What follows belongs to an exercise in optimizing a design on an open flow for small area; a production flow would make more cautious choices.
The RTL was checked by simulation tests, not by an equivalence proof against the original design.

Setup of the previous run:
Design fib_mm2s_reader, start of the top module:
module fib_mm2s_reader (
  input  logic              clk,
  input  logic              rst_n,
  input  logic              ap_start,
  output logic              ap_done,
  output logic              ap_pass,
  output logic [7:0]        err_cnt,
  output logic              s_axis_mm2s_cmd_tvalid,
  input  logic              s_axis_mm2s_cmd_tready,
  output logic [103:0]      s_axis_mm2s_cmd_tdata,
  input  logic              m_axis_mm2s_tvalid,
  output logic              m_axis_mm2s_tready,
  input  logic [255:0]      m_axis_mm2s_tdata,
  input  logic [31:0]       m_axis_mm2s_tkeep,
  input  logic              m_axis_mm2s_tlast,
  input  logic              m_axis_mm2s_sts_tvalid,
  output logic              m_axis_mm2s_sts_tready,
  input  logic [7:0]        m_axis_mm2s_sts_tdata
);
clock: 8.0 ns
lec_check: 0
cap_margin: 20
core_area: 5 5 145 145
die_area: 0 0 150 150
slew_margin: 20
standard.sh (not shown) runs the stock make flow with config.mk's settings and CLKGATE_MAP_FILE= SYNTH_SCRIPT=/design/flow/synth_recipe.tcl, a recipe that flattens the netlist after the stock synthesis.
==> flow/flow/run.sh <==
#!/bin/bash
# Layout flow: the standard flow with these changes.
#  - Synthesis is the standard one, except that abc maps the logic for area
#    (flow/abc_area.script in place of ORFS's abc_speed.script); the registers
#    are untouched.
#  - Port buffers are the smallest buffer, sky130_fd_sc_hd__buf_1.
#  - Clock tree: small clock buffers and no dummy loads.
# Each tool's full output is in orfs/logs/; make's output goes to flow_*.log here.
set -euo pipefail
here=$(pwd)
rm -rf "$here/scripts"
cp -r "$FLOW_HOME/scripts" "$here/scripts"
cp "$here/flow/abc_area.script" "$here/scripts/abc_speed.script"
bash standard.sh "SCRIPTS_DIR=$here/scripts" synth > flow_synth.log 2>&1
bash standard.sh "BUFFER_PORTS_ARGS=-buffer_cell sky130_fd_sc_hd__buf_1" \
  "CTS_ARGS=-repair_clock_nets -dont_use_dummy_load -root_buf sky130_fd_sc_hd__clkbuf_8 -buf_list {sky130_fd_sc_hd__clkbuf_8}" \
  finish > flow_finish.log 2>&1
==> flow/flow/abc_area.script <==
strash
&get -n
&st
&deepsyn -T 60
&dch -f
&nf -R 1000 -p
&put
The previous run finished all stages; the layout is clean.
## Diff of input files: the current run against the previous run
-- flow/flow/run.sh --
<<< the previous run, line 4
#    (flow/abc_area.script in place of ORFS's abc_speed.script); the registers
#    are untouched.
>>> the current run, line 4
#    (flow/abc_area.script in place of ORFS's abc_speed.script) and adders are
#    left to abc instead of being extracted into half/full-adder cells
#    (ADDER_MAP_FILE empty); the registers are untouched.
<<< the previous run, line 14
bash standard.sh "SCRIPTS_DIR=$here/scripts" synth > flow_synth.log 2>&1
>>> the current run, line 15
bash standard.sh "SCRIPTS_DIR=$here/scripts" "ADDER_MAP_FILE=" synth > flow_synth.log 2>&1
Notes after the runs:
Going from the previous run to the current run, first-pass GRT wire length decreased by about 10% relative to the old numbers; data-path buffer share of cell area in the final layout increased by 1.9 points relative to the old numbers; count of antenna diodes in the layout increased by 1 relative to the old numbers; area after synthesis decreased by 6.7% relative to the old numbers.
Fmax (the previous run / the current run): 1.05
Synthesized netlist cell count: higher on the previous run


Setup of v13:
Another version of the RTL of fib_mm2s_reader (not shown whole).
For scale: ~27 flip-flops, about 420 I/O pins.
// fib_mm2s_reader
module fib_mm2s_reader (
  input  logic              clk,
  input  logic              rst_n,
  input  logic              ap_start,
  output logic              ap_done,
  output logic              ap_pass,
  output logic [7:0]        err_cnt,
  output logic              s_axis_mm2s_cmd_tvalid,
  input  logic              s_axis_mm2s_cmd_tready,
  output logic [103:0]      s_axis_mm2s_cmd_tdata,
  input  logic              m_axis_mm2s_tvalid,
  output logic              m_axis_mm2s_tready,
  input  logic [255:0]      m_axis_mm2s_tdata,
  input  logic [31:0]       m_axis_mm2s_tkeep,
  input  logic              m_axis_mm2s_tlast,
  input  logic              m_axis_mm2s_sts_tvalid,
  output logic              m_axis_mm2s_sts_tready,
  input  logic [7:0]        m_axis_mm2s_sts_tdata
);
Settings: LEC_CHECK=0, CAP_MARGIN=20, CORE_AREA=5 5 145 145, DIE_AREA=0 0 150 150, SLEW_MARGIN=20; clock period 8.0 ns.
==> flow/flow/run.sh <==
#!/bin/bash
# Layout flow: the standard flow with these changes.
#  - Synthesis is the standard one, except that abc maps the logic for area
#    (flow/abc_area.script in place of ORFS's abc_speed.script); the registers
#    are untouched.
#  - Port buffers are the smallest buffer, sky130_fd_sc_hd__buf_1.
#  - Clock tree: small clock buffers and no dummy loads.
# Each tool's full output is in orfs/logs/; make's output goes to flow_*.log here.
set -euo pipefail
here=$(pwd)
rm -rf "$here/scripts"
cp -r "$FLOW_HOME/scripts" "$here/scripts"
cp "$here/flow/abc_area.script" "$here/scripts/abc_speed.script"
bash standard.sh "SCRIPTS_DIR=$here/scripts" synth > flow_synth.log 2>&1
bash standard.sh "BUFFER_PORTS_ARGS=-buffer_cell sky130_fd_sc_hd__buf_1" \
  "CTS_ARGS=-repair_clock_nets -dont_use_dummy_load -root_buf sky130_fd_sc_hd__clkbuf_8 -buf_list {sky130_fd_sc_hd__clkbuf_8}" \
  finish > flow_finish.log 2>&1
Scripts as last shown in full above: flow/flow/abc_area.script
v13 | stages: all done | timing, DRC, antenna: all pass
Input-level comparison between v35 and v13:
--- a/flow/flow/run.sh
+++ b/flow/flow/run.sh
@@ -14,4 +14,4 @@
 bash standard.sh "SCRIPTS_DIR=$here/scripts" synth > flow_synth.log 2>&1
 bash standard.sh "BUFFER_PORTS_ARGS=-buffer_cell sky130_fd_sc_hd__buf_1" \
-  "CTS_ARGS=-repair_clock_nets -dont_use_dummy_load -root_buf sky130_fd_sc_hd__clkbuf_8 -buf_list {sky130_fd_sc_hd__clkbuf_8}" \
+  "CTS_ARGS=-sink_clustering_enable -repair_clock_nets -dont_use_dummy_load -sink_clustering_size 30 -sink_clustering_max_diameter 300 -buf_list {sky130_fd_sc_hd__clkbuf_4 sky130_fd_sc_hd__clkbuf_8}" \
   finish > flow_finish.log 2>&1
==> flow/flow/abc_area.script <==
strash
&get -n
&st
&dc2
&dch -f
&nf -R 1000 -p
&put
==> comparison <==
- Non-clock buffer area fraction after layout in v35 is 0.58 points below v13.
- Changes observed in v35 relative to v13: setup slack +0.41 ns; post-route minimum period -0.41 ns.
- For v13, the critical path class was reg -> reg, unlike v35, where it was in -> reg.
- v35 against v13: maximum cell stage delay along the critical path comparable, initial antenna violation count now larger.

afterwards: timing with drivers on the ports:
In the flow no input, the clock included, has a driving cell. The finished layouts below were timed again as built, in two steps. Step 1: set_driving_cell puts a clkbuf_16 on clk and a buf_2 on each other input, an assumption about the parent block. Step 2 adds t to the input delays and takes it off the output delays; t is the mean of the earliest and latest rising clock arrival at the registers after step 1. Input paths then give back, and output paths get back, about the clock's delay inside the block. Slacks: no drivers / after step 1 / after step 2; pairs: no drivers / after step 1.
run | t (ns) | slack for setup (ns) | worst setup path at the end | pins driven straight from the clock port
the previous run | 0.287 | 3.592 / 3.592 / 3.305 | input to register | 1
the current run | 0.281 | 3.360 / 3.357 / 3.076 | input to register | 1
v13 | 0.283 | 2.609 / 2.609 / 2.570 | input to register | 1
v35 | 0.290 | 3.023 / 2.966 / 2.675 | input to register | 1
After both steps every run listed still meets setup and hold. The setup slack of v35, which loses most, moves by -0.057 ns with the drivers and by -0.348 ns with both steps.
